Source: an optimization exercise on an open RTL-to-GDS flow (aim: small area). Production flows keep margins and buffers that such runs may drop.
Function was checked by simulation only, so behaviour that the tests miss may differ from the original.

==> design/flow/run.sh <==
#!/bin/bash
# synth_recipe.tcl (not shown) runs the flow's synth.tcl, then flattens the netlist and writes it again
# the make line also repeats each setting of config.mk as NAME=value (left out here)
make -C /OpenROAD-flow-scripts/flow DESIGN_CONFIG=/design/flow/config.mk WORK_HOME=/design/flow/orfs CLKGATE_MAP_FILE= SYNTH_SCRIPT=/design/flow/synth_recipe.tcl finish
==> design/flow/config.mk <==
export PLATFORM = sky130hd
export DESIGN_NAME = fma_top
export DESIGN_NICKNAME = fma_top
export VERILOG_FILES = /design/flow/design.v
export SDC_FILE = /design/flow/constraint.sdc
export NUM_CORES = 4
export LEC_CHECK = 0
export CAP_MARGIN = 20
export CORE_MARGIN = 2
export CORE_UTILIZATION = 40
export SETUP_SLACK_MARGIN = 0.2
export SLEW_MARGIN = 20
==> design/flow/constraint.sdc <==
create_clock -name core_clock -period 7.5 [get_ports {clk}]
set_input_delay 1.5000 -clock core_clock [delete_from_list [all_inputs] [get_ports {clk}]]
set_output_delay 1.5000 -clock core_clock [all_outputs]
set_load 0.01 [all_outputs]
==> design/flow/design.v <==
package fma_pkg;
    localparam int FP_W     = 64;
    localparam int EXP_W    = 11;
    localparam int FRAC_W   = 52;
    localparam int EXP_BIAS = 1023;
    localparam int EXP_MAX  = 2047;
    localparam int PP_W    = 17;
    localparam int PROD_W  = 89;
    localparam int ALIGN_W = 56;
    localparam int MAG_W   = 55;
    localparam int LZC_W   = 6;
    typedef struct packed {
        logic              sign;
        logic [EXP_W-1:0]  exp;
        logic [FRAC_W-1:0] frac;
    } fp64_t;
    typedef struct packed {
        logic              valid;
        logic              error;
        logic              sign;
        logic [EXP_W-1:0]  exp;
        logic [PROD_W-1:0] psum0;
        logic [PROD_W-1:0] psum1;
    } mult_out_t;
    typedef struct packed {
        logic                      valid;
        logic                      error;
        logic [EXP_W-1:0]          exp;
        logic signed [ALIGN_W-1:0] term_p;
        logic signed [ALIGN_W-1:0] term_c;
    } align_out_t;
    typedef struct packed {
        logic             valid;
        logic             error;
        logic             sign;
        logic [EXP_W-1:0] exp;
        logic [MAG_W-1:0] mag;
    } norm_out_t;
endpackage
`timescale 1ns/100ps
module fma_lzc (
    input  logic [fma_pkg::MAG_W-1:0] mag,
    output logic [fma_pkg::LZC_W-1:0] count
);
    always_comb begin
        count = fma_pkg::LZC_W'(fma_pkg::MAG_W);
        for (int i = 0; i < fma_pkg::MAG_W; i++) begin
            if (mag[i]) begin
                count = fma_pkg::LZC_W'(fma_pkg::MAG_W - 1 - i);
            end
        end
    end
endmodule
`timescale 1ns/100ps
module fma_mant_mult (
    input  logic               clk,
    input  logic               rst,
    input  logic               in_valid,
    input  fma_pkg::fp64_t     a,
    input  fma_pkg::fp64_t     b,
    output fma_pkg::mult_out_t mult
);
    logic [fma_pkg::EXP_W:0]      exp_sum;
    logic                exp_bad;
    logic [3:0]          vld_q;
    logic [3:0]          err_q;
    logic                sign_q [4];
    logic [fma_pkg::EXP_W-1:0]    exp_q [4];
    logic [2*fma_pkg::PP_W-1:0]   pp_q [9];
    logic [fma_pkg::FRAC_W+2:0]   glue_q [2];
    logic [fma_pkg::PROD_W-1:0]   row_q [8];
    logic [fma_pkg::PROD_W-1:0]   lvl0_q [4];
    logic [fma_pkg::PROD_W-1:0]   lvl1_q [2];
    assign exp_sum = {1'b0, a.exp} + {1'b0, b.exp};
    assign exp_bad = (exp_sum < (fma_pkg::EXP_W+1)'(fma_pkg::EXP_BIAS)) ||
                     (exp_sum > (fma_pkg::EXP_W+1)'(fma_pkg::EXP_MAX + fma_pkg::EXP_BIAS));
    always_ff @(posedge clk or posedge rst) begin
        if (rst) begin
            vld_q <= '0;
            err_q <= '0;
        end else begin
            vld_q <= {vld_q[2:0], in_valid};
            err_q <= {err_q[2:0], in_valid & exp_bad};
        end
    end
    always_ff @(posedge clk) begin
        exp_q[0]  <= a.exp + b.exp - fma_pkg::EXP_W'(fma_pkg::EXP_BIAS);
        sign_q[0] <= a.sign ^ b.sign;
        for (int i = 0; i < 3; i++) begin
            for (int j = 0; j < 3; j++) begin
                pp_q[3*i+j] <= a.frac[fma_pkg::PP_W*i +: fma_pkg::PP_W] * b.frac[fma_pkg::PP_W*j +: fma_pkg::PP_W];
            end
        end
        glue_q[0] <= {1'b1, a.frac} * {1'b1, b.frac[fma_pkg::FRAC_W-1]};
        glue_q[1] <= b.frac[fma_pkg::FRAC_W-2:0] * {1'b1, a.frac[fma_pkg::FRAC_W-1]};
    end
    always_ff @(posedge clk) begin
        for (int s = 1; s < 4; s++) begin
            exp_q[s]  <= exp_q[s-1];
            sign_q[s] <= sign_q[s-1];
        end
        row_q[0] <= fma_pkg::PROD_W'(glue_q[0]) << (2*fma_pkg::PP_W);
        row_q[1] <= fma_pkg::PROD_W'(glue_q[1]) << (2*fma_pkg::PP_W);
        row_q[2] <= fma_pkg::PROD_W'(pp_q[0] >> fma_pkg::PP_W) | (fma_pkg::PROD_W'(pp_q[8]) << (3*fma_pkg::PP_W));
        row_q[3] <= fma_pkg::PROD_W'(pp_q[1]) | (fma_pkg::PROD_W'(pp_q[7]) << (2*fma_pkg::PP_W));
        row_q[4] <= fma_pkg::PROD_W'(pp_q[3]) | (fma_pkg::PROD_W'(pp_q[5]) << (2*fma_pkg::PP_W));
        row_q[5] <= fma_pkg::PROD_W'(pp_q[2]) << fma_pkg::PP_W;
        row_q[6] <= fma_pkg::PROD_W'(pp_q[4]) << fma_pkg::PP_W;
        row_q[7] <= fma_pkg::PROD_W'(pp_q[6]) << fma_pkg::PP_W;
        for (int k = 0; k < 4; k++) begin
            lvl0_q[k] <= row_q[2*k] + row_q[2*k+1];
        end
        lvl1_q[0] <= lvl0_q[0] + lvl0_q[1];
        lvl1_q[1] <= lvl0_q[2] + lvl0_q[3];
    end
    assign mult.valid = vld_q[3];
    assign mult.error = err_q[3];
    assign mult.sign  = sign_q[3];
    assign mult.exp   = exp_q[3];
    assign mult.psum0 = lvl1_q[0];
    assign mult.psum1 = lvl1_q[1];
endmodule
`timescale 1ns/100ps
module fma_align (
    input  logic                clk,
    input  logic                rst,
    input  fma_pkg::mult_out_t  mult,
    input  fma_pkg::fp64_t      c,
    output fma_pkg::align_out_t aligned
);
    logic [fma_pkg::PROD_W-1:0]         prod_sum;
    logic [fma_pkg::ALIGN_W-1:0]        p_mag;
    logic [fma_pkg::ALIGN_W-1:0]        c_mag;
    logic [1:0]                vld_q;
    logic [1:0]                err_q;
    logic signed [fma_pkg::ALIGN_W-1:0] term_p5_q;
    logic signed [fma_pkg::ALIGN_W-1:0] term_c5_q;
    logic [fma_pkg::EXP_W-1:0]          exp5_q;
    logic [fma_pkg::EXP_W-1:0]          diff_q;
    logic                      shift_c_q;
    logic signed [fma_pkg::ALIGN_W-1:0] term_p6_q;
    logic signed [fma_pkg::ALIGN_W-1:0] term_c6_q;
    logic [fma_pkg::EXP_W-1:0]          exp6_q;
    assign prod_sum = mult.psum0 + mult.psum1;
    assign p_mag    = {2'b00, prod_sum[fma_pkg::PROD_W-1 -: fma_pkg::ALIGN_W-2]};
    assign c_mag    = {4'b0001, c.frac};
    always_ff @(posedge clk or posedge rst) begin
        if (rst) begin
            vld_q <= '0;
            err_q <= '0;
        end else begin
            vld_q <= {vld_q[0], mult.valid};
            err_q <= {err_q[0], mult.error};
        end
    end
    always_ff @(posedge clk) begin
        term_p5_q <= mult.sign ? -p_mag : p_mag;
        term_c5_q <= c.sign ? -c_mag : c_mag;
        if (mult.exp < c.exp) begin
            shift_c_q <= 1'b0;
            diff_q    <= c.exp - mult.exp;
            exp5_q    <= c.exp;
        end else begin
            shift_c_q <= 1'b1;
            diff_q    <= mult.exp - c.exp;
            exp5_q    <= mult.exp;
        end
    end
    always_ff @(posedge clk) begin
        term_p6_q <= shift_c_q ? term_p5_q : term_p5_q >>> diff_q;
        term_c6_q <= shift_c_q ? term_c5_q >>> diff_q : term_c5_q;
        exp6_q    <= exp5_q;
    end
    assign aligned.valid  = vld_q[1];
    assign aligned.error  = err_q[1];
    assign aligned.exp    = exp6_q;
    assign aligned.term_p = term_p6_q;
    assign aligned.term_c = term_c6_q;
endmodule
`timescale 1ns/100ps
module fma_add_norm (
    input  logic                clk,
    input  logic                rst,
    input  fma_pkg::align_out_t aligned,
    output fma_pkg::norm_out_t  norm
);
    logic [3:0]                vld_q;
    logic [3:0]                err_q;
    logic [fma_pkg::EXP_W-1:0]          exp_q [3];
    logic signed [fma_pkg::ALIGN_W-1:0] sum_q;
    logic                      sign8_q;
    logic [fma_pkg::MAG_W-1:0]          mag8_q;
    logic [fma_pkg::LZC_W-1:0]          lz_count;
    logic                      sign9_q;
    logic [fma_pkg::MAG_W-1:0]          mag9_q;
    logic [fma_pkg::LZC_W-1:0]          cnt_q;
    logic                      sign10_q;
    logic [fma_pkg::MAG_W-1:0]          mag10_q;
    logic [fma_pkg::EXP_W-1:0]          exp10_q;
    logic [fma_pkg::EXP_W:0]            exp_room;
    logic                      uflow;
    fma_lzc i_lzc (
        .mag   (mag8_q),
        .count (lz_count)
    );
    assign exp_room = {1'b0, exp_q[2]} + (fma_pkg::EXP_W+1)'(2);
    assign uflow    = ((fma_pkg::EXP_W+1)'(cnt_q) > exp_room) || (cnt_q == fma_pkg::LZC_W'(fma_pkg::MAG_W));
    always_ff @(posedge clk or posedge rst) begin
        if (rst) begin
            vld_q <= '0;
            err_q <= '0;
        end else begin
            vld_q    <= {vld_q[2:0], aligned.valid};
            err_q[0] <= aligned.error;
            err_q[1] <= err_q[0];
            err_q[2] <= err_q[1];
            err_q[3] <= err_q[2] | (vld_q[2] & uflow);
        end
    end
    always_ff @(posedge clk) begin
        exp_q[0] <= aligned.exp;
        exp_q[1] <= exp_q[0];
        exp_q[2] <= exp_q[1];
        sum_q <= aligned.term_p + aligned.term_c;
        sign8_q <= sum_q[fma_pkg::ALIGN_W-1];
        mag8_q  <= sum_q[fma_pkg::ALIGN_W-1] ? -sum_q[fma_pkg::MAG_W-1:0] : sum_q[fma_pkg::MAG_W-1:0];
        cnt_q   <= lz_count;
        mag9_q  <= mag8_q;
        sign9_q <= sign8_q;
        mag10_q  <= mag9_q << cnt_q;
        exp10_q  <= fma_pkg::EXP_W'(exp_room - (fma_pkg::EXP_W+1)'(cnt_q));
        sign10_q <= sign9_q;
    end
    assign norm.valid = vld_q[3];
    assign norm.error = err_q[3];
    assign norm.sign  = sign10_q;
    assign norm.exp   = exp10_q;
    assign norm.mag   = mag10_q;
endmodule
`timescale 1ns/100ps
module fma_round (
    input  logic               clk,
    input  logic               rst,
    input  fma_pkg::norm_out_t norm,
    output fma_pkg::fp64_t     result,
    output logic               out_valid,
    output logic               error
);
    logic [fma_pkg::FRAC_W-1:0] frac_trunc;
    logic              guard;
    logic              sticky;
    logic              round_up;
    logic [fma_pkg::FRAC_W:0]   frac_rnd;
    logic [fma_pkg::FP_W-1:0]   res_d;
    assign frac_trunc = norm.mag[fma_pkg::MAG_W-2 -: fma_pkg::FRAC_W];
    assign guard      = norm.mag[1];
    assign sticky     = norm.mag[0];
    assign round_up   = guard & (sticky | frac_trunc[0]);
    assign frac_rnd   = {1'b0, frac_trunc} + (fma_pkg::FRAC_W+1)'(round_up);
    assign res_d = {norm.sign,
                    norm.exp + fma_pkg::EXP_W'(frac_rnd[fma_pkg::FRAC_W]),
                    frac_rnd[fma_pkg::FRAC_W-1:0]};
    always_ff @(posedge clk or posedge rst) begin
        if (rst) begin
            out_valid <= 1'b0;
            error     <= 1'b0;
        end else begin
            out_valid <= norm.valid;
            error     <= norm.valid & norm.error;
        end
    end
    always_ff @(posedge clk) begin
        result <= res_d;
    end
endmodule
`timescale 1ns/100ps
module fma_top (
    input  logic           clk,
    input  logic           rst,
    input  logic           in_valid,
    input  fma_pkg::fp64_t a,
    input  fma_pkg::fp64_t b,
    input  fma_pkg::fp64_t c,
    output logic           c_req,
    output fma_pkg::fp64_t result,
    output logic           out_valid,
    output logic           error
);
    fma_pkg::mult_out_t  mult_w;
    fma_pkg::align_out_t align_w;
    fma_pkg::norm_out_t  norm_w;
    fma_mant_mult i_mant_mult (
        .clk      (clk),
        .rst      (rst),
        .in_valid (in_valid),
        .a        (a),
        .b        (b),
        .mult     (mult_w)
    );
    assign c_req = mult_w.valid;
    fma_align i_align (
        .clk     (clk),
        .rst     (rst),
        .mult    (mult_w),
        .c       (c),
        .aligned (align_w)
    );
    fma_add_norm i_add_norm (
        .clk     (clk),
        .rst     (rst),
        .aligned (align_w),
        .norm    (norm_w)
    );
    fma_round i_round (
        .clk       (clk),
        .rst       (rst),
        .norm      (norm_w),
        .result    (result),
        .out_valid (out_valid),
        .error     (error)
    );
endmodule
==> flow_metrics.tcl <==
set metrics [dict create \
    outcome "complete, no violations" \
    tritoncts "yes" \
    netlist_area_sq_um 163000 \
    seq_area_frac_synth_pct 22.8 \
    via_per_inst 5.10 \
    grtUsageTotal_pct 23.2 \
    syn_inst 18000 \
    synthTopCellsByArea "fa_1 (25%), dfxtp_1 (22%), ha_1 (11%), inv_1 (6.0%), nand2_1 (5.4%)" \
    via_count 124000 \
    hold_path.class "reg -> reg" \
    drc_errors 0 \
    max_freq_mhz 140 \
    cts_sinks 1858 \
    hpwl_um 404000 \
    row_count 234 \
    multi_input_area_sq_um 114000 \
    synth_top_cell_area_share_pct 24.9 \
    dr.pass1.iters 8 \
    cp_max_fo 4 \
    layout.nets 22400 \
    drive_above_1_share_pct 10.3 \
    worst_slew_pin_slew_ns 1.19 \
    path_class "in -> reg" \
    ys_seq_elements 1858 \
    grt_start_max_net_pins 93 \
    numCtsBuffers 199 \
    postLayoutCellArea_sq_um 187000 \
    grt_pass1_vias 128000 \
    yosysTopAreaCell "fa_1" \
    drv_cap 0 \
    antenna_found_initial 52 \
    die_h_um 643 \
    rsz0062_at_grt "yes" \
    die_x_um 643 \
    clk_pin_slew_ns 0.06 \
    yosys_warnings 13 \
    fin_skew_ns 0.125 \
    yosysMostFrequentCell "inv_1" \
    timing.final.crit_share_pct 95.4 \
    finalHoldViolations 0 \
    port_buffers 261 \
    drt-initial-drc-count 7529 \
    setup_viol 0 \
    avgSynthCellArea_sq_um 9.09 \
    fin_cells 24300 \
    htreeDepth 4 \
    start_util_pct 40.2 \
    core_region_area_sq_um 407000 \
    ant_nets 0 \
    worst_setup_path_end_kind "flip-flop" \
    worstSetupStartpointType "input port" \
    ctsHoldBuffers 0 \
    syn_nets 21700 \
    maxSlewHeadroom_pct 20.3 \
    fin_util_pct 46.0 \
    cpMostUsedCell "fa_1" \
    slowest_delay_ns 0.59 \
    synth.distinct_cells 89 \
    grt_pass1_wl_um 747000 \
    gp_congestion 0.963 \
    cp.required_ns 8.24 \
    die_area_sq_um 414000 \
    wl_per_cell_um 20.0 \
    place_inst 23900 \
    cp_data_arrival_time_ns 7.89 \
    synth_edf_count 0 \
    setup_ws_ns 0.347 \
    seqCellArea_sq_um 37300 \
    synth.top_cells.by_count "inv_1 (2622), nand2_1 (2363), fa_1 (2037)" \
    root_buffer "clkbuf_16" \
    drv_slew 0 \
    insertion_delay_ns 0.93 \
    io_pins 262 \
    async_reset_ff_share_pct 1.18 \
    synthToLayoutAreaGrowth_pct 14.5 \
    fin_crit_ns 7.15 \
    overflow 0 \
    drt-total-wl_um 485000 \
    place_ws_ns -0.768 \
    num-fill-cells 39200 \
    placed_area_sq_um 179000 \
    synth-main-ff-cell "dfxtp_1" \
    clockBufferDepth 4 \
    cp_slowest_cell "fa_1" \
]
-- flip-flops by register name (all words and copies together), names as in the netlist, 33 cells and up --
register	cells
i_mant_mult.row_q	397
i_mant_mult.pp_q	289
i_mant_mult.lvl0_q	245
i_mant_mult.lvl1_q	159
i_mant_mult.glue_q	108
i_round.result	64
i_add_norm.sum_q	56
i_align.term_p5_q	56
i_align.term_p6_q	56
i_add_norm.mag8_q	55
i_add_norm.mag10_q	54
i_add_norm.mag9_q	54
i_align.term_c5_q	54
i_align.term_c6_q	54
i_mant_mult.exp_q	44
i_add_norm.exp_q	33
-- critical path: cells and delay by family --
| family | cells | cell delay (ns) |
|---|---|---|
| AO/OA/AOI/OAI | 9 | 1.69 |
| buffers and inverters | 7 | 0.47 |
| adder cells (fa/ha/maj) | 7 | 3.37 |
| XOR/XNOR | 1 | 0.08 |
| AND/OR/NAND/NOR | 5 | 0.77 |
-- layout by cell type (no fill, tap or decap), drive strengths merged, types with 36 or more instances in the layout --
master            n
ha             1500
a211oi          114
or2              37
nor2            765
mux4             49
o21ai           619
nor2b           102
nand4            71
or3              72
a21oi           761
clkdlybuf4s50   157
dfxtp          1836
clkinv           36
and2           1039
or4              46
a31oi            90
o21bai           86
and3            114
a21boi           40
nand2b          122
mux2            117
clkbuf          270
nor3            163
xnor2           687
o21a            147
o31ai            69
nand3           194
o22ai            45
fa             2037
o211ai           63
xor2            258
buf            1219
nand2          2363
inv            2650
mux2i           251
a21o            235
-- cell families (layout without fill, tap and decap cells) --
family                   after synthesis  after routing  share of synthesized area [%]
flip-flops                          1858           1858                           22.8
XOR/XNOR                             945            945                           5.06
buffers and inverters               3502           4380                           8.05
AND/OR/NAND/NOR                     5191           5191                           14.9
adder cells (fa/ha/maj)             3537           3537                           36.4
multiplexers                         417            417                           3.02
AO/OA/AOI/OAI                       2533           2533                           9.69
other                                  0             28                              0
-- per-stage QoR --
step / hold slack, ns / setup TNS (ns)
floorplan: 0.310 / -0.406
global placement: 0.310 / -30.00
detailed placement: 0.312 / -31.35
CTS: 0.266 / 0
global route: 0.274 / 0
finish: 0.266 / 0
-- routing by layer --
layer | up-vias | routed length, um | global-route usage (%)
li1 | 58800 | - | -
met1 | 61100 | 202000 | 28.8
met2 | 3263 | 234000 | 40.5
met3 | 874 | 26400 | 3.14
met4 | 20 | 23400 | 9.83
met5 | - | 128 | 0
-- layout make-up --
cell class,instances,share of cell area (%)
Antenna cell,28,0.0374
Inverter,2626,5.27
Tap cell,5428,3.63
Clock inverter,108,0.847
Timing Repair Buffer,1390,6.58
Multi-Input combinational cell,12600,60.8
Clock buffer,256,2.94
Sequential cell,1858,19.9
-- what timing repair did --
item | 4_1_cts | 5_1_grt
pin swaps | 0 | 49
buffers inserted | 0 | 14
resized for setup | 3 | 129
setup endpoints to repair | 3 | 40
gates cloned | 0 | 5
-- path summary, 6_finish.rpt --
kind,cells past startpoint,startpoint,slack [ns],end
setup / recovery,29,b[3],0.35,i_mant_mult.pp_q[0][33]
hold / removal,0,i_mant_mult.pp_q[7][16],0.27,i_mant_mult.row_q[3][50]
setup reg to reg,17,i_mant_mult.lvl1_q[1][24],1.30,i_align.term_p5_q[48]
hold reg to reg,0,i_mant_mult.pp_q[7][16],0.27,i_mant_mult.row_q[3][50]
max in group asynchronous,2,rst,5.93,i_add_norm.err_q[3]
min in group asynchronous,2,rst,1.06,i_align.vld_q[1]

port drivers added, routing unchanged:
No port has a modelled driver above. Below, the same layout with a new extraction and two added sets of constraints.
Step 1 assumes that a clkbuf_16 drives the clock port and a buf_2 every other input.
Step 2 adds t to the input delays and takes it off the output delays; t is the mean of the earliest and latest rising clock arrival at the registers after step 1. Input paths then give back, and output paths get back, about the clock's delay inside the block.
a / b / c = no drivers / after step 1 / after step 2; a / b = the first two.
shift t [ns]: 0.988
slack for setup (ns): 0.347 / 0.376 / -0.612
worst hold slack (ns): 0.266 / 0.266 / 0.266
worst register clock-pin slew, ns: 0.07 / 0.07
With both steps, setup timing fails in this run, where it was met with ideal ports. For this run, drivers alone change the setup slack by +0.029 ns; drivers and shift together by -0.959 ns.
